Context: an optimization exercise on an open-source flow, tuned for small area, a short achievable clock period and few clock cycles. The choices shown serve that exercise and are no tape-out recipe.
Where RTL was checked, it was by simulation tests only, not by an equivalence proof against the original.
Power and IR drop assume default switching activity.

Setup of west:
## dark_pixel_centroid
module dark_pixel_centroid (
	input  logic        clk,
	input  logic        arst_n,
	input  logic        cfg_valid,
	output logic        cfg_ready,
	input  logic [2:0]  cfg_index,
	input  logic [16:0] cfg_data,
	input  logic        s_tvalid,
	output logic        s_tready,
	input  logic [7:0]  s_tdata,
	input  logic        s_tlast,
	output logic        m_tvalid,
	input  logic        m_tready,
	output logic [39:0] m_tdata,
	output logic        m_tuser
);
Size: about 1200 cells after synthesis, ~190 flip-flops, roughly 78 I/O pins.
export LEC_CHECK = 0
export CAP_MARGIN = 20
export CORE_MARGIN = 2
export CORE_UTILIZATION = 40
export CTS_BUF_LIST = sky130_fd_sc_hd__clkbuf_8
export SETUP_SLACK_MARGIN = 2.7
export SLEW_MARGIN = 20
create_clock -name core_clock -period 5.0 [get_ports {clk}]
standard.sh (not shown) runs the stock make flow with config.mk's settings and CLKGATE_MAP_FILE= SYNTH_SCRIPT=/design/flow/synth_recipe.tcl, a recipe that flattens the netlist after the stock synthesis.
==> flow/flow/run.sh <==
#!/bin/bash
# The standard layout (standard.sh: the standard flow's synthesis and ORFS flow, unchanged), with the
# ports buffered by the smallest buffer instead of the resizer's default pick; the resizer
# still upsizes or adds buffers where a port's load or timing needs it.
set -euo pipefail
bash standard.sh finish \
	'BUFFER_PORTS_ARGS=-buffer_cell sky130_fd_sc_hd__buf_1' \
	> make_finish.log 2>&1
No stage failed in west, and the final checks on the layout all came back clean.
For north, these inputs were changed with respect to west:
-- flow/design.v --
<<< west, line 29
	logic [8:0]  cfg_dec;
	assign cfg_ready = 1'b1;
	assign cfg_dec   = cfg_data[8:0] - 9'd1;
	always_ff @(posedge clk or negedge arst_n) begin
		if (!arst_n) begin
>>> north, line 29
	logic [8:0]  cfg_dec;
	assign cfg_ready = 1'b1;
	always_comb begin
		for (int i = 0; i < 9; i++) cfg_dec[i] = cfg_data[i] ^ ~|(cfg_data[8:0] & ((9'd1 << i) - 9'd1));
	end
	always_ff @(posedge clk or negedge arst_n) begin
		if (!arst_n) begin
<<< west, line 63
	logic        ys_q, ye_q;      
	logic [16:0] cnt_q;           
	logic        nz_q, min_q, max_q;   
	logic [26:0] x_q;             
>>> north, line 65
	logic        ys_q, ye_q;      
	logic [16:0] cnt_q;           
	logic        full_q;          
	logic        nz_q, min_q, max_q;   
	logic [26:0] x_q;             
<<< west, line 68
	logic        cx_q, cy_q;      
	logic        cd_q;            
	logic        found_q;
	assign clr  = clr_q;
	assign last = last_q;
>>> north, line 71
	logic        cx_q, cy_q;      
	logic        cd_q;            
	logic        found_q, nf_q;
	assign clr  = clr_q;
	assign last = last_q;
<<< west, line 106
		end
	end
	assign inc    = w0_q && !(&cnt_q);
	assign eq_min = cnt_q == cfg_min;
	assign eq_max = cnt_q == cfg_max;
>>> north, line 109
		end
	end
	assign inc    = w0_q && !full_q;
	assign eq_min = cnt_q == cfg_min;
	assign eq_max = cnt_q == cfg_max;
<<< west, line 153
		w0_q    <= s_tvalid && rdy_q && (s_tdata < cfg_thr) && xs_d && !xe_d && ys_d && !ye_d;
		found_q <= found;
		xs_q <= xs_d;
		xe_q <= xe_d;
>>> north, line 156
		w0_q    <= s_tvalid && rdy_q && (s_tdata < cfg_thr) && xs_d && !xe_d && ys_d && !ye_d;
		found_q <= found;
		nf_q    <= !found;
		xs_q <= xs_d;
		xe_q <= xe_d;
<<< west, line 174
		cnt_q <= (clr || (fin_q && !found_q)) ? 17'd0 : cnt_q + {16'd0, inc};
		if (clr) begin
			nz_q   <= 1'b0;
			min_q  <= 1'b0;
>>> north, line 178
		cnt_q <= (clr || (fin_q && !found_q)) ? 17'd0 : cnt_q + {16'd0, inc};
		if (clr) begin
			full_q <= 1'b0;
			nz_q   <= 1'b0;
			min_q  <= 1'b0;
<<< west, line 179
		end else if (inc) begin
			nz_q  <= 1'b1;
			if (eq_min) min_q <= 1'b1;
			if (eq_max) max_q <= 1'b1;
		end
		cd_q <= lo[11];
		cx_q <= sx_lo[8] && !clr;
		cy_q <= sy_lo[8] && !clr;
>>> north, line 184
		end else if (inc) begin
			nz_q  <= 1'b1;
			if (cnt_q == 17'h1fffe) full_q <= 1'b1;
			if (eq_min) min_q <= 1'b1;
			if (eq_max) max_q <= 1'b1;
		end
		cx_q <= sx_lo[8] && !clr;
		cy_q <= sy_lo[8] && !clr;
<<< west, line 193
		end else if (lo_q) begin
			x_q[17:8] <= lo[10:1];
		end else if (hi_q) begin
			x_q <= {hi[8:1], x_q[17:0], !hi[9]};
>>> north, line 198
		end else if (lo_q) begin
			x_q[17:8] <= lo[10:1];
			cd_q      <= lo[11];
		end else if (hi_q) begin
			x_q <= {hi[8:1], x_q[17:0], !hi[9]};
<<< west, line 202
	assign m_tvalid = vld_q;
	assign m_tuser  = found_q;
	assign m_tdata  = {5'b0, cnt_q, !found_q, x_q[7:0], !found_q, y_q[7:0]};
endmodule
>>> north, line 208
	assign m_tvalid = vld_q;
	assign m_tuser  = found_q;
	assign m_tdata  = {5'b0, cnt_q, nf_q, x_q[7:0], nf_q, y_q[7:0]};
endmodule
Notes after the runs:
Any difference in core footprint between west and north is small enough to ignore. west tops out at a higher clock frequency than north. Between north and west, the difference in horizontal extent of the die is negligible. Worst setup slack: north vs west down 9.3 ps. On source-to-sink clock delay at the later pin of the worst-skew pair, north and west are neck and neck. west → north: cell area after synthesis increased by about 0.3% relative to the old numbers, placed instance count has remained practically unchanged. Number of well taps came out exactly the same in north and west. Relative to west, sequential fraction of total cell area has increased by 0.75 points in north.
Testbench counts of north, summed over its fixed seeds: cycles 111,092.
No functional check of the RTL was part of west.

The RTL this note starts from:
==> flow/design.v <==
package dpc_pkg;
	localparam int PIX_W  = 8;
	localparam int DIM_W  = 9;
	localparam int CNT_W  = 17;
	localparam int SUM_W  = 24;
	localparam int CFG_IW = 3;
	localparam int CFG_DW = 17;
endpackage
module dark_pixel_centroid (
	input  logic        clk,
	input  logic        arst_n,
	input  logic        cfg_valid,
	output logic        cfg_ready,
	input  logic [2:0]  cfg_index,
	input  logic [16:0] cfg_data,
	input  logic        s_tvalid,
	output logic        s_tready,
	input  logic [7:0]  s_tdata,
	input  logic        s_tlast,
	output logic        m_tvalid,
	input  logic        m_tready,
	output logic [39:0] m_tdata,
	output logic        m_tuser
);
	logic [7:0]  cfg_wm1;                         
	logic [8:0]  cfg_xs1, cfg_xe1, cfg_ys1, cfg_ye1;   
	logic [7:0]  cfg_thr;
	logic [16:0] cfg_min, cfg_max;
	logic [8:0]  cfg_dec;
	assign cfg_ready = 1'b1;
	always_comb begin
		for (int i = 0; i < 9; i++) cfg_dec[i] = cfg_data[i] ^ ~|(cfg_data[8:0] & ((9'd1 << i) - 9'd1));
	end
	always_ff @(posedge clk or negedge arst_n) begin
		if (!arst_n) begin
			cfg_wm1 <= 8'd95;
			cfg_thr <= 8'd85;
			cfg_xs1 <= 9'd9;
			cfg_xe1 <= 9'd85;
			cfg_ys1 <= 9'd9;
			cfg_ye1 <= 9'd85;
			cfg_min <= 17'd180;
			cfg_max <= 17'd3176;
		end else if (cfg_valid) begin
			case (cfg_index)
				3'd0: cfg_wm1 <= cfg_dec[8] ? {8{cfg_data[8]}} : cfg_dec[7:0];
				3'd1: cfg_thr <= cfg_data[7:0];
				3'd2: cfg_xs1 <= cfg_dec;
				3'd3: cfg_xe1 <= cfg_dec;
				3'd4: cfg_ys1 <= cfg_dec;
				3'd5: cfg_ye1 <= cfg_dec;
				3'd6: cfg_min <= cfg_data;
				3'd7: cfg_max <= cfg_data;
				default: ;
			endcase
		end
	end
	logic rdy_q, v0_q, div_q, vld_q, clr_q;
	logic last_q, w0_q;           
	logic lo_q, hi_q, swap_q, fin_q;
	logic clr, last;
	logic [7:0]  col_q, row_q;    
	logic        fs_q;            
	logic        xs_q, xe_q;      
	logic        ys_q, ye_q;      
	logic [16:0] cnt_q;           
	logic        full_q;          
	logic        nz_q, min_q, max_q;   
	logic [26:0] x_q;             
	logic [23:0] y_q;             
	logic        cx_q, cy_q;      
	logic        cd_q;            
	logic        found_q, nf_q;
	assign clr  = clr_q;
	assign last = last_q;
	logic       wrap, inc, eq_min, eq_max;
	logic       xs_d, xe_d, ys_d, ye_d;
	logic       xs_z, xe_z, ys_z, ye_z;
	logic [8:0] sx_lo, sy_lo;
	logic [16:0] sx_hi, sy_hi;
	logic       force_x, force_y;
	assign wrap = col_q == cfg_wm1;
	assign xs_z = &cfg_xs1;
	assign xe_z = &cfg_xe1;
	assign ys_z = &cfg_ys1;
	assign ye_z = &cfg_ye1;
	always_comb begin
		xs_d = xs_q;
		xe_d = xe_q;
		ys_d = ys_q;
		ye_d = ye_q;
		if (clr || last || (fs_q && !v0_q)) begin
			xs_d = xs_z;
			xe_d = xe_z;
			ys_d = ys_z;
			ye_d = ye_z;
		end else if (v0_q) begin
			if (wrap) begin
				xs_d = xs_z;
				xe_d = xe_z;
				if (row_q != 8'hff) begin
					if ({1'b0, row_q} == cfg_ys1) ys_d = 1'b1;
					if ({1'b0, row_q} == cfg_ye1) ye_d = 1'b1;
				end
			end else begin
				if ({1'b0, col_q} == cfg_xs1) xs_d = 1'b1;
				if ({1'b0, col_q} == cfg_xe1) xe_d = 1'b1;
			end
		end
	end
	assign inc    = w0_q && !full_q;
	assign eq_min = cnt_q == cfg_min;
	assign eq_max = cnt_q == cfg_max;
	assign sx_lo   = {1'b0, x_q[7:0]} + {1'b0, col_q & {8{w0_q}}};
	assign sy_lo   = {1'b0, y_q[7:0]} + {1'b0, row_q & {8{w0_q}}};
	assign sx_hi   = {1'b0, x_q[23:8]} + {16'd0, cx_q};
	assign sy_hi   = {1'b0, y_q[23:8]} + {16'd0, cy_q};
	assign force_x = (cx_q && x_q[23:8] == 16'hffff) || (fin_q && (x_q[8] || !found_q));
	assign force_y = (cy_q && y_q[23:8] == 16'hffff) || (fin_q && (y_q[8] || !found_q));
	logic [11:0] lo;
	logic [9:0]  hi;
	logic        neg, found;
	assign neg     = x_q[26];
	assign lo      = {1'b0, x_q[17:8], 1'b1} + {1'b0, cnt_q[9:0] ^ {10{!neg}}, !neg};
	assign hi      = {x_q[26:18], 1'b1} + {{2'b0, cnt_q[16:10]} ^ {9{!neg}}, cd_q};
	assign found = nz_q && (min_q || eq_min) && !max_q;
	always_ff @(posedge clk or negedge arst_n) begin
		if (!arst_n) begin
			rdy_q  <= 1'b0;
			v0_q   <= 1'b0;
			last_q <= 1'b0;
			div_q  <= 1'b0;
			vld_q  <= 1'b0;
			clr_q  <= 1'b1;
			lo_q   <= 1'b0;
			hi_q   <= 1'b0;
			swap_q <= 1'b0;
			fin_q  <= 1'b0;
		end else begin
			v0_q   <= s_tvalid && rdy_q;
			last_q <= s_tvalid && rdy_q && s_tlast;
			clr_q  <= vld_q && m_tready;
			if (clr_q)                     rdy_q <= 1'b1;
			else if (s_tvalid && s_tlast)  rdy_q <= 1'b0;
			if (last_q)        div_q <= 1'b1;
			else if (fin_q)    div_q <= 1'b0;
			if (fin_q)         vld_q <= 1'b1;
			else if (m_tready) vld_q <= 1'b0;
			lo_q   <= div_q && !col_q[0] && (col_q <= 8'd16 || (col_q >= 8'd20 && col_q <= 8'd36));
			hi_q   <= div_q &&  col_q[0] && (col_q <= 8'd17 || (col_q >= 8'd21 && col_q <= 8'd37));
			swap_q <= div_q && col_q == 8'd18;
			fin_q  <= div_q && col_q == 8'd38;
		end
	end
	always_ff @(posedge clk) begin
		w0_q    <= s_tvalid && rdy_q && (s_tdata < cfg_thr) && xs_d && !xe_d && ys_d && !ye_d;
		found_q <= found;
		nf_q    <= !found;
		xs_q <= xs_d;
		xe_q <= xe_d;
		ys_q <= ys_d;
		ye_q <= ye_d;
		if (clr || last) fs_q <= 1'b1;
		else if (v0_q)   fs_q <= 1'b0;
		if (clr || last) begin
			col_q <= '0;
			row_q <= '0;
		end else if (div_q) begin
			col_q <= col_q + 8'd1;
		end else if (v0_q) begin
			if (wrap) begin
				col_q <= '0;
				if (row_q != 8'hff) row_q <= row_q + 8'd1;
			end else begin
				col_q <= col_q + 8'd1;
			end
		end
		cnt_q <= (clr || (fin_q && !found_q)) ? 17'd0 : cnt_q + {16'd0, inc};
		if (clr) begin
			full_q <= 1'b0;
			nz_q   <= 1'b0;
			min_q  <= 1'b0;
			max_q  <= 1'b0;
		end else if (inc) begin
			nz_q  <= 1'b1;
			if (cnt_q == 17'h1fffe) full_q <= 1'b1;
			if (eq_min) min_q <= 1'b1;
			if (eq_max) max_q <= 1'b1;
		end
		cx_q <= sx_lo[8] && !clr;
		cy_q <= sy_lo[8] && !clr;
		y_q  <= clr ? 24'd0 : force_y ? 24'hffffff : {sy_hi[15:0], sy_lo[7:0]};
		if (clr) begin
			x_q <= '0;
		end else if (swap_q) begin
			x_q      <= {3'b0, y_q};
			y_q[8:0] <= x_q[8:0];
		end else if (lo_q) begin
			x_q[17:8] <= lo[10:1];
			cd_q      <= lo[11];
		end else if (hi_q) begin
			x_q <= {hi[8:1], x_q[17:0], !hi[9]};
		end else begin
			x_q <= {3'b0, force_x ? 24'hffffff : {sx_hi[15:0], sx_lo[7:0]}};
		end
	end
	assign s_tready = rdy_q;
	assign m_tvalid = vld_q;
	assign m_tuser  = found_q;
	assign m_tdata  = {5'b0, cnt_q, nf_q, x_q[7:0], nf_q, y_q[7:0]};
endmodule
Settings: LEC_CHECK=0, CAP_MARGIN=20, CORE_MARGIN=2, CORE_UTILIZATION=40, CTS_BUF_LIST=sky130_fd_sc_hd__clkbuf_8, SETUP_SLACK_MARGIN=2.7, SLEW_MARGIN=20, TNS_END_PERCENT=0; clock period 5.0 ns.
Scripts as last shown in full above: flow/flow/run.sh
Testbench counts at the start, summed over its fixed seeds: cycles 111,092.
Rerun with:
--- a/flow/design.v
+++ b/flow/design.v
@@ -61,19 +61,18 @@
 	logic clr, last;
 	logic [7:0]  col_q, row_q;    
 	logic        fs_q;            
 	logic        xs_q, xe_q;      
 	logic        ys_q, ye_q;      
 	logic [16:0] cnt_q;           
-	logic        full_q;          
 	logic        nz_q, min_q, max_q;   
 	logic [26:0] x_q;             
 	logic [23:0] y_q;             
 	logic        cx_q, cy_q;      
 	logic        cd_q;            
-	logic        found_q, nf_q;
+	logic        found_q;
 	assign clr  = clr_q;
 	assign last = last_q;
 	logic       wrap, inc, eq_min, eq_max;
 	logic       xs_d, xe_d, ys_d, ye_d;
 	logic       xs_z, xe_z, ys_z, ye_z;
 	logic [8:0] sx_lo, sy_lo;
@@ -105,13 +104,13 @@
 			end else begin
 				if ({1'b0, col_q} == cfg_xs1) xs_d = 1'b1;
 				if ({1'b0, col_q} == cfg_xe1) xe_d = 1'b1;
 			end
 		end
 	end
-	assign inc    = w0_q && !full_q;
+	assign inc    = w0_q && !(&cnt_q);
 	assign eq_min = cnt_q == cfg_min;
 	assign eq_max = cnt_q == cfg_max;
 	assign sx_lo   = {1'b0, x_q[7:0]} + {1'b0, col_q & {8{w0_q}}};
 	assign sy_lo   = {1'b0, y_q[7:0]} + {1'b0, row_q & {8{w0_q}}};
 	assign sx_hi   = {1'b0, x_q[23:8]} + {16'd0, cx_q};
 	assign sy_hi   = {1'b0, y_q[23:8]} + {16'd0, cy_q};
@@ -152,13 +151,12 @@
 			fin_q  <= div_q && col_q == 8'd38;
 		end
 	end
 	always_ff @(posedge clk) begin
 		w0_q    <= s_tvalid && rdy_q && (s_tdata < cfg_thr) && xs_d && !xe_d && ys_d && !ye_d;
 		found_q <= found;
-		nf_q    <= !found;
 		xs_q <= xs_d;
 		xe_q <= xe_d;
 		ys_q <= ys_d;
 		ye_q <= ye_d;
 		if (clr || last) fs_q <= 1'b1;
 		else if (v0_q)   fs_q <= 1'b0;
@@ -174,38 +172,36 @@
 			end else begin
 				col_q <= col_q + 8'd1;
 			end
 		end
 		cnt_q <= (clr || (fin_q && !found_q)) ? 17'd0 : cnt_q + {16'd0, inc};
 		if (clr) begin
-			full_q <= 1'b0;
 			nz_q   <= 1'b0;
 			min_q  <= 1'b0;
 			max_q  <= 1'b0;
 		end else if (inc) begin
 			nz_q  <= 1'b1;
-			if (cnt_q == 17'h1fffe) full_q <= 1'b1;
 			if (eq_min) min_q <= 1'b1;
 			if (eq_max) max_q <= 1'b1;
 		end
+		cd_q <= lo[11];
 		cx_q <= sx_lo[8] && !clr;
 		cy_q <= sy_lo[8] && !clr;
 		y_q  <= clr ? 24'd0 : force_y ? 24'hffffff : {sy_hi[15:0], sy_lo[7:0]};
 		if (clr) begin
 			x_q <= '0;
 		end else if (swap_q) begin
 			x_q      <= {3'b0, y_q};
 			y_q[8:0] <= x_q[8:0];
 		end else if (lo_q) begin
 			x_q[17:8] <= lo[10:1];
-			cd_q      <= lo[11];
 		end else if (hi_q) begin
 			x_q <= {hi[8:1], x_q[17:0], !hi[9]};
 		end else begin
 			x_q <= {3'b0, force_x ? 24'hffffff : {sx_hi[15:0], sx_lo[7:0]}};
 		end
 	end
 	assign s_tready = rdy_q;
 	assign m_tvalid = vld_q;
 	assign m_tuser  = found_q;
-	assign m_tdata  = {5'b0, cnt_q, nf_q, x_q[7:0], nf_q, y_q[7:0]};
+	assign m_tdata  = {5'b0, cnt_q, !found_q, x_q[7:0], !found_q, y_q[7:0]};
 endmodule
What happened: The new run finished with timing, DRC and antenna clean; worst setup slack gets worse by 0.0057 ns; power shrinks by 0.77%; non-clock buffer count grows by 12; wire length grows by 2.0%; critical path depth shrinks by 6; sequential power shrinks by about 3%.
For the second run of this note, only the layout was checked, not whether the RTL still works.

-- re-timing with driven ports --
Ports are ideal in the flow. The routed layouts listed here were re-timed in OpenROAD. Step 1 assumes that a clkbuf_16 drives the clock port and a buf_2 every other input. Step 2 times the ports against the registers' clock, not the clock port: input delays grow and output delays shrink by t, the midpoint of the rising clock arrivals with the driver on. Slacks: no drivers / after step 1 / after step 2; pairs: no drivers / after step 1.
run	t (ns)	slack for setup (ns)	slew at the worst register clock pin (ns)
west	0.529	2.705 / 2.705 / 2.208	0.13 / 0.13
north	0.524	2.696 / 2.696 / 2.289	0.12 / 0.12
the first run of note 2	0.516	2.679 / 2.668 / 2.204	0.12 / 0.12
the second run of note 2	0.536	2.673 / 2.631 / 2.213	0.12 / 0.12
After both steps every run listed still meets setup and hold. For west, which loses most, drivers alone change the setup slack by 0.000 ns; drivers and shift together by -0.497 ns.
